Source: an optimization exercise on an open RTL-to-GDS flow (aim: small area). Production flows keep margins and buffers that such runs may drop.
Where RTL was checked, it was by simulation tests only, not by an equivalence proof against the original.

==> job 4883 <==
==> flow/design.v (excerpt) <==
module ffe_lms_adapt
#(
    parameter int IN_BW      = 11,
    parameter int OUT_BW     = 9,
    parameter int COEF_BW    = 9,
    parameter int N_COEF     = 7,
    parameter int ACC_EXT    = 8,
    parameter int MU_TRAIN   = ffe_pkg::MU_TRAIN_DEF,
    parameter int MU_TRACK   = ffe_pkg::MU_TRACK_DEF,
    parameter int TRAIN_LEN  = 1024,
    parameter int CENTER_TAP = 3
) (
    input  logic                       i_clk,
    input  logic                       i_rst,
    input  logic                       i_en,
    input  logic [IN_BW-1:0]           i_data,
    input  logic [OUT_BW-1:0]          i_ffe_out,
    input  logic                       i_adapt_en,
    input  logic                       i_restart,
    output logic [COEF_BW*N_COEF-1:0]  o_coefs,
    output logic [OUT_BW:0]            o_error,
    output logic [1:0]                 o_state,
    output logic                       o_trained
);
export LEC_CHECK = 0
export ABC_AREA = 1
export CAP_MARGIN = 20
export CORE_MARGIN = 2
export CORE_UTILIZATION = 40
export SLEW_MARGIN = 20
create_clock -name core_clock -period 12.0 [get_ports {i_clk}]
run.sh (not shown) runs the stock make flow with config.mk's settings and CLKGATE_MAP_FILE= SYNTH_SCRIPT=/design/flow/synth_recipe.tcl, a recipe that flattens the netlist after the stock synthesis.
==> inputs of job 6531, as changes to job 4883 <==
- CAP_MARGIN: 20 -> 0
- CTS_BUF_LIST: not set -> sky130_fd_sc_hd__clkbuf_4 sky130_fd_sc_hd__clkbuf_8
- CTS_CLUSTER_SIZE: not set -> 30
- SLEW_MARGIN: 20 -> 0
==> comparison <==
- Job 6531 ran to the end with no violations. Job 4883 completed without violations.
- Non-clock buffer count is the same in job 4883 and job 6531.
- Via count: job 4883 is smaller than job 6531 (0.43%).
- Of job 6531 and job 4883, job 6531 has the higher setup slack (gap 0.023 ns).
- Core utilization is about the same in job 6531 and job 4883.
- In die area, job 6531 and job 4883 do not differ.
- Of job 6531 and job 4883, job 6531 has the higher clock-buffer cell count (gap 27).
- Hold slack: job 6531 is worse than job 4883 (0.0067 ns).
- Synthesized area is the same in job 4883 and job 6531.
- Of job 4883 and job 6531, job 6531 has the higher critical path depth (gap 4).
Function was not checked in any run of this note: the RTL went through the layout flow alone.

* * *

==> inputs of 06-04 <==
ffe_lms_adapt, a different RTL version from the one above (not shown whole).
==> module ffe_lms_adapt, before the edit <==
module ffe_lms_adapt
#(
    parameter int IN_BW      = 11,
    parameter int OUT_BW     = 9,
    parameter int COEF_BW    = 9,
    parameter int N_COEF     = 7,
    parameter int ACC_EXT    = 8,
    parameter int MU_TRAIN   = ffe_pkg::MU_TRAIN_DEF,
    parameter int MU_TRACK   = ffe_pkg::MU_TRACK_DEF,
    parameter int TRAIN_LEN  = 1024,
    parameter int CENTER_TAP = 3
) (
    input  logic                       i_clk,
    input  logic                       i_rst,
    input  logic                       i_en,
    input  logic [IN_BW-1:0]           i_data,
    input  logic [OUT_BW-1:0]          i_ffe_out,
    input  logic                       i_adapt_en,
    input  logic                       i_restart,
    output logic [COEF_BW*N_COEF-1:0]  o_coefs,
    output logic [OUT_BW:0]            o_error,
    output logic [1:0]                 o_state,
    output logic                       o_trained
);
    ffe_pkg::lms_state_t state_q, state_d;
    logic [9:0]   train_cnt_q;
    logic         trained_q;
    logic [10:0]  x0_q;
    logic         en_q;
    logic [10:0]  dly_q [1:7];
    logic         v1_q, g_q;
    logic         train_mode_q, mode2_q;
    logic [7:0]   err_q, err_d, err2_q;
    logic [8:0]   err_neg;
    logic         capture, cnt_done;
    always_ff @(posedge i_clk or posedge i_rst) begin
        if (i_rst) begin
            x0_q <= '0;
            en_q <= 1'b0;
            for (int unsigned k = 1; k < 8; k++) begin
                dly_q[k] <= '0;
            end
        end else begin
            x0_q <= i_data;
            en_q <= i_en;
            if (en_q) begin
                dly_q[1] <= x0_q;
                for (int unsigned k = 2; k < 8; k++) begin
                    dly_q[k] <= dly_q[k-1];
                end
            end
        end
    end
    assign err_d   = {~i_ffe_out[7], i_ffe_out[6:0]};
    assign err_neg = 9'd0 - {err_q[7], err_q};
    assign capture  = i_en && i_adapt_en && !i_restart && ((state_q == ffe_pkg::ST_TRAIN) || (state_q == ffe_pkg::ST_TRACK));
    assign cnt_done = v1_q && !trained_q && (train_cnt_q == 10'h3ff);
    always_comb begin
        state_d = state_q;
        case (state_q)
            ffe_pkg::ST_INIT:  state_d = i_adapt_en ? ffe_pkg::ST_TRAIN : ffe_pkg::ST_HOLD;
            ffe_pkg::ST_TRAIN: begin
                if (!i_adapt_en) begin
                    state_d = ffe_pkg::ST_HOLD;
                end else if (cnt_done) begin
                    state_d = ffe_pkg::ST_TRACK;
                end
            end
            ffe_pkg::ST_TRACK: begin
                if (!i_adapt_en) begin
                    state_d = ffe_pkg::ST_HOLD;
                end
            end
            default: begin  
                if (i_adapt_en) begin
                    state_d = (trained_q || cnt_done) ? ffe_pkg::ST_TRACK : ffe_pkg::ST_TRAIN;
                end
            end
        endcase
        if (i_restart) begin
            state_d = ffe_pkg::ST_INIT;
        end
    end
    always_ff @(posedge i_clk or posedge i_rst) begin
        if (i_rst) begin
            state_q <= ffe_pkg::ST_INIT;
        end else begin
            state_q <= state_d;
        end
    end
    always_ff @(posedge i_clk or posedge i_rst) begin
        if (i_rst) begin
            train_cnt_q <= '0;
            trained_q   <= 1'b0;
        end else if (i_restart) begin
            train_cnt_q <= '0;
            trained_q   <= 1'b0;
        end else if (v1_q && !trained_q) begin
            train_cnt_q <= train_cnt_q + 1'b1;
            if (cnt_done) begin
                trained_q <= 1'b1;
            end
        end
    end
    always_ff @(posedge i_clk or posedge i_rst) begin
        if (i_rst) begin
            v1_q         <= 1'b0;
            g_q          <= 1'b0;
            train_mode_q <= 1'b0;
            mode2_q      <= 1'b0;
            err_q        <= '0;
            err2_q       <= '0;
        end else begin
            v1_q    <= capture;
            g_q     <= v1_q && !i_restart;
            mode2_q <= train_mode_q;
            err2_q  <= err_q;
            if (capture) begin
                err_q        <= err_d;
                train_mode_q <= (state_q == ffe_pkg::ST_TRAIN);
            end
        end
    end
    logic [8:0] mb;
    logic [3:0] b_one, b_two, b_neg;
    assign mb = g_q ? {~err2_q, 1'b1} : 9'd0;
    for (genvar j = 0; j < 4; j++) begin : g_booth
        assign b_neg[j] = mb[2*j+2];
        assign b_one[j] = mb[2*j+1] ^ mb[2*j];
        assign b_two[j] = (mb[2*j+2] & ~mb[2*j+1] & ~mb[2*j]) | (~mb[2*j+2] & mb[2*j+1] & mb[2*j]);
    end
    for (genvar k = 0; k < N_COEF; k++) begin : g_tap
        lms_tap_update #(
            .INIT_ONE (k == CENTER_TAP)
        ) u_tap (
            .i_clk     (i_clk),
            .i_rst     (i_rst),
            .i_restart (i_restart),
            .i_one     (b_one),
            .i_two     (b_two),
            .i_neg     (b_neg),
            .i_train   (mode2_q),
            .i_x       (dly_q[k+1]),
            .o_coef    (o_coefs[COEF_BW*k +: COEF_BW])
        );
    end
    assign o_error   = {err_neg[8], err_neg};
    assign o_state   = state_q;
    assign o_trained = trained_q;
endmodule
export LEC_CHECK = 0
export ABC_AREA = 1
export CAP_MARGIN = 20
export CORE_MARGIN = 2
export CORE_UTILIZATION = 40
export SLEW_MARGIN = 20
create_clock -name core_clock -period 12.0 [get_ports {i_clk}]
standard.sh (not shown) runs the stock make flow with config.mk's settings and CLKGATE_MAP_FILE= SYNTH_SCRIPT=/design/flow/synth_recipe.tcl, a recipe that flattens the netlist after the stock synthesis.
==> flow/flow/run.sh <==
#!/bin/bash
# The standard layout, with the port buffers made from the smallest plain buffer.
set -euo pipefail
bash standard.sh "BUFFER_PORTS_ARGS=-buffer_cell sky130_fd_sc_hd__buf_1" finish > orfs_make.log 2>&1
==> 06-27: changes against 06-04 <==
--- a/flow/design.v
+++ b/flow/design.v
@@ -310,5 +310,5 @@
     logic [10:0]  dly_q [1:7];
-    logic         v1_q, g_q;
+    logic         v1_q;
     logic         train_mode_q, mode2_q;
-    logic [7:0]   err_q, err_d, err2_q;
+    logic [7:0]   err_q, err_d;
     logic [8:0]   err_neg;
@@ -334,5 +334,13 @@
     assign err_d   = {~i_ffe_out[7], i_ffe_out[6:0]};
-    assign err_neg = 9'd0 - {err_q[7], err_q};
+    assign err_neg[0] = err_q[0];
+    for (genvar i = 1; i < 9; i++) begin : g_neg
+        assign err_neg[i] = (i < 8 ? err_q[i] : err_q[7]) ^ (|err_q[i-1:0]);
+    end
     assign capture  = i_en && i_adapt_en && !i_restart && ((state_q == ffe_pkg::ST_TRAIN) || (state_q == ffe_pkg::ST_TRACK));
     assign cnt_done = v1_q && !trained_q && (train_cnt_q == 10'h3ff);
+    logic [9:0] cnt_inc;
+    assign cnt_inc[0] = ~train_cnt_q[0];
+    for (genvar i = 1; i < 10; i++) begin : g_inc
+        assign cnt_inc[i] = train_cnt_q[i] ^ (&train_cnt_q[i-1:0]);
+    end
     always_comb begin
@@ -378,3 +386,3 @@
         end else if (v1_q && !trained_q) begin
-            train_cnt_q <= train_cnt_q + 1'b1;
+            train_cnt_q <= cnt_inc;
             if (cnt_done) begin
@@ -387,3 +395,2 @@
             v1_q         <= 1'b0;
-            g_q          <= 1'b0;
             train_mode_q <= 1'b0;
@@ -391,8 +398,5 @@
             err_q        <= '0;
-            err2_q       <= '0;
         end else begin
             v1_q    <= capture;
-            g_q     <= v1_q && !i_restart;
             mode2_q <= train_mode_q;
-            err2_q  <= err_q;
             if (capture) begin
@@ -404,8 +408,20 @@
     logic [8:0] mb;
+    logic [3:0] bd_one, bd_two, bd_neg;
     logic [3:0] b_one, b_two, b_neg;
-    assign mb = g_q ? {~err2_q, 1'b1} : 9'd0;
+    assign mb = (v1_q && !i_restart) ? {~err_q, 1'b1} : 9'd0;
     for (genvar j = 0; j < 4; j++) begin : g_booth
-        assign b_neg[j] = mb[2*j+2];
-        assign b_one[j] = mb[2*j+1] ^ mb[2*j];
-        assign b_two[j] = (mb[2*j+2] & ~mb[2*j+1] & ~mb[2*j]) | (~mb[2*j+2] & mb[2*j+1] & mb[2*j]);
+        assign bd_neg[j] = mb[2*j+2];
+        assign bd_one[j] = mb[2*j+1] ^ mb[2*j];
+        assign bd_two[j] = (mb[2*j+2] & ~mb[2*j+1] & ~mb[2*j]) | (~mb[2*j+2] & mb[2*j+1] & mb[2*j]);
+    end
+    always_ff @(posedge i_clk or posedge i_rst) begin
+        if (i_rst) begin
+            b_one <= '0;
+            b_two <= '0;
+            b_neg <= '0;
+        end else begin
+            b_one <= bd_one;
+            b_two <= bd_two;
+            b_neg <= bd_neg;
+        end
     end
==> flow/run.sh (new file) <==
#!/bin/bash
# synth_recipe.tcl (not shown) runs the flow's synth.tcl, then flattens the netlist and writes it again
# the make line also repeats each setting of config.mk as NAME=value (left out here)
make -C /OpenROAD-flow-scripts/flow DESIGN_CONFIG=/design/flow/config.mk WORK_HOME=/design/flow/orfs CLKGATE_MAP_FILE= SYNTH_SCRIPT=/design/flow/synth_recipe.tcl finish
removed: flow/flow/run.sh
removed: flow/standard.sh
==> summary.txt <==
- 06-04 finished with timing, DRC and antenna clean. 06-27 completed with no timing, DRC or antenna violations.
- Register-to-register slack: 06-27 is higher than 06-04 (0.02 ns).
- Between 06-04 and 06-27, the lower setup slack is in 06-04 (gap 0.020 ns).
- In maximum frequency, 06-04 and 06-27 hardly differ.
- Utilization is about the same in 06-27 and 06-04.
- Of 06-27 and 06-04, 06-27 has the higher clock skew (gap 0.014 ns).
- Hold slack: 06-27 is worse than 06-04 (0.018 ns).
==> figures <==
| quantity | 06-04 | 06-27 |
|---|---|---|
| Outcome | timing/DRC/antenna clean | timing/DRC/antenna clean |
| Slowest CP cell | sky130_fd_sc_hd__fa_1 | sky130_fd_sc_hd__fa_2 |
| Clock buffers created by TritonCTS | 30 | 31 |
| Mapped cell area | 25000 sq um | 24900 sq um |
| RD Place Congestion | 0.897 | 0.883 |
| Sequential cell area | 6040 sq um | 6130 sq um |
| Simple-gate area share of the yosys netlist | 0.0819 | 0.0819 |
| Total wirelength of the detailed-routed design | 67100 microns | 65500 microns |
| R2r startpoint | err2_q[1] | b_one[0] |
| Highest fanout seen on the critical path | 16 | 13 |
| Vertical die dimension | 254 microns | 254 microns |

* * *

==> v15 <==
Another version of the RTL of ffe_lms_adapt (not shown whole).
Settings: LEC_CHECK=0, ABC_AREA=1, CAP_MARGIN=20, CORE_MARGIN=2, CORE_UTILIZATION=40, SLEW_MARGIN=20; clock period 12.0 ns.
run.sh (not shown) runs the stock make flow with config.mk's settings and CLKGATE_MAP_FILE= SYNTH_SCRIPT=/design/flow/synth_recipe.tcl, a recipe that flattens the netlist after the stock synthesis.
Stock flow here: none of the scripts above is used.
==> inputs of v34, as changes to v15 <==
--- a/flow/design.v
+++ b/flow/design.v
@@ -24,13 +24,11 @@
     input  logic                     i_train,
     input  logic signed [10:0]       i_x,
     output logic        [8:0]        o_coef
 );
     localparam logic [16:0] ACC_INIT  = INIT_ONE ? 17'(128 << 8) : 17'd0;
-    localparam logic [8:0]  COEF_INIT = ACC_INIT[16:8];
     logic [16:0] acc_q, acc_nxt;
-    logic [8:0]  coef_q;
     logic [17:0] sum;
     wire  [10:0] x = i_x;
     wire [3:0] one = i_one, two = i_two, neg = i_neg;
     wire p0 = (one[0] & x[0]) ^ neg[0];
     wire p1 = ((one[0] & x[1]) | (two[0] & x[0])) ^ neg[0];
@@ -269,21 +267,18 @@
             acc_nxt = {sum[17], {16{~sum[17]}}};
         end
     end
     always_ff @(posedge i_clk or posedge i_rst) begin
         if (i_rst) begin
-            acc_q  <= ACC_INIT;
-            coef_q <= COEF_INIT;
+            acc_q <= ACC_INIT;
         end else if (i_restart) begin
-            acc_q  <= ACC_INIT;
-            coef_q <= COEF_INIT;
+            acc_q <= ACC_INIT;
         end else begin
-            acc_q  <= acc_nxt;
-            coef_q <= acc_q[16:8];
+            acc_q <= acc_nxt;
         end
     end
-    assign o_coef = coef_q;
+    assign o_coef = acc_q[16:8];
 endmodule
 module ffe_lms_adapt
 #(
     parameter int IN_BW      = 11,
     parameter int OUT_BW     = 9,
@@ -308,29 +303,37 @@
     output logic                       o_trained
 );
     ffe_pkg::lms_state_t state_q, state_d;
     logic [9:0]   train_cnt_q;
     logic         trained_q;
+    logic [10:0]  x0_q;
+    logic         en_q;
     logic [10:0]  dly_q [1:7];
-    logic         v1_q;
-    logic         train_mode_q;
-    logic [7:0]   err_q, err_d;
+    logic         v1_q, g_q;
+    logic         train_mode_q, mode2_q;
+    logic [7:0]   err_q, err_d, err2_q;
     logic [8:0]   err_neg;
     logic         capture, cnt_done;
     always_ff @(posedge i_clk or posedge i_rst) begin
         if (i_rst) begin
+            x0_q <= '0;
+            en_q <= 1'b0;
             for (int unsigned k = 1; k < 8; k++) begin
                 dly_q[k] <= '0;
             end
-        end else if (i_en) begin
-            dly_q[1] <= i_data;
-            for (int unsigned k = 2; k < 8; k++) begin
-                dly_q[k] <= dly_q[k-1];
+        end else begin
+            x0_q <= i_data;
+            en_q <= i_en;
+            if (en_q) begin
+                dly_q[1] <= x0_q;
+                for (int unsigned k = 2; k < 8; k++) begin
+                    dly_q[k] <= dly_q[k-1];
+                end
             end
         end
     end
-    assign err_d = {~i_ffe_out[7], i_ffe_out[6:0]};
+    assign err_d   = {~i_ffe_out[7], i_ffe_out[6:0]};
     assign err_neg = 9'd0 - {err_q[7], err_q};
     assign capture  = i_en && i_adapt_en && !i_restart && ((state_q == ffe_pkg::ST_TRAIN) || (state_q == ffe_pkg::ST_TRACK));
     assign cnt_done = v1_q && !trained_q && (train_cnt_q == 10'h3ff);
     always_comb begin
         state_d = state_q;
@@ -380,23 +383,29 @@
         end
     end
     always_ff @(posedge i_clk or posedge i_rst) begin
         if (i_rst) begin
             v1_q         <= 1'b0;
+            g_q          <= 1'b0;
             train_mode_q <= 1'b0;
+            mode2_q      <= 1'b0;
             err_q        <= '0;
+            err2_q       <= '0;
         end else begin
-            v1_q <= capture;
+            v1_q    <= capture;
+            g_q     <= v1_q && !i_restart;
+            mode2_q <= train_mode_q;
+            err2_q  <= err_q;
             if (capture) begin
                 err_q        <= err_d;
                 train_mode_q <= (state_q == ffe_pkg::ST_TRAIN);
             end
         end
     end
     logic [8:0] mb;
     logic [3:0] b_one, b_two, b_neg;
-    assign mb = v1_q ? {~err_q, 1'b1} : 9'd0;
+    assign mb = g_q ? {~err2_q, 1'b1} : 9'd0;
     for (genvar j = 0; j < 4; j++) begin : g_booth
         assign b_neg[j] = mb[2*j+2];
         assign b_one[j] = mb[2*j+1] ^ mb[2*j];
         assign b_two[j] = (mb[2*j+2] & ~mb[2*j+1] & ~mb[2*j]) | (~mb[2*j+2] & mb[2*j+1] & mb[2*j]);
     end
@@ -408,11 +417,11 @@
             .i_rst     (i_rst),
             .i_restart (i_restart),
             .i_one     (b_one),
             .i_two     (b_two),
             .i_neg     (b_neg),
-            .i_train   (train_mode_q),
+            .i_train   (mode2_q),
             .i_x       (dly_q[k+1]),
             .o_coef    (o_coefs[COEF_BW*k +: COEF_BW])
         );
     end
     assign o_error   = {err_neg[8], err_neg};
==> impl_metrics.csv <==
group,metric,value,unit
outcome,outcome,"finished clean",
global_route,grtUsageTotal,0.2047,
critical_path,r2r_cells,38,
clocking,cts_setup_buffers,1,
timing,period_needed,11.65,ns
synth,yosysSeqAreaShare,0.2416,
The numbers above come from v34.

==> impl_metrics.csv <==
group,metric,value,unit
clocking,cts_setup_buffers,8,
critical_path,r2r_cells,41,
timing,timing.hold.ws,0.4723,ns
drt,wl_met2,31.88,mm
final_layout,inverters,424,
global_route,grtUsageTotal,0.2069,
final_layout,buffer_area_frac,0.1014,
critical_path,worst-path-buf-inv,9,
critical_path,critical_path_peak_fanout,16,
outcome,outcome,"finished clean",
drt,met3_length,3.271,mm
drt,wl_met1,31.49,mm
The numbers above come from v15.

-- port drivers added, routing unchanged --
No port has a modelled driver above. Below, the same layouts with a new extraction and two added sets of constraints. Step 1 assumes that a clkbuf_16 drives the clock port and a buf_2 every other input. Step 2 adds t to the input delays and takes it off the output delays; t is the mean of the earliest and latest rising clock arrival at the registers after step 1. Input paths then give back, and output paths get back, about the clock's delay inside the block. a / b / c = no drivers / after step 1 / after step 2; a / b = the first two.
run | t, ns | slack for setup (ns) | worst register clock-pin slew, ns
job 4883 | 0.612 | 0.456 / 0.456 / 0.456 | 0.06 / 0.06
job 6531 | 0.712 | 0.479 / 0.479 / 0.479 | 0.07 / 0.07
06-04 | 0.650 | 0.358 / 0.358 / 0.358 | 0.07 / 0.07
06-27 | 0.651 | 0.378 / 0.378 / 0.378 | 0.06 / 0.06
v15 | 0.605 | 0.356 / 0.356 / 0.356 | 0.06 / 0.06
v34 | 0.633 | 0.347 / 0.347 / 0.347 | 0.07 / 0.07
After both steps setup and hold are still met in every run listed.
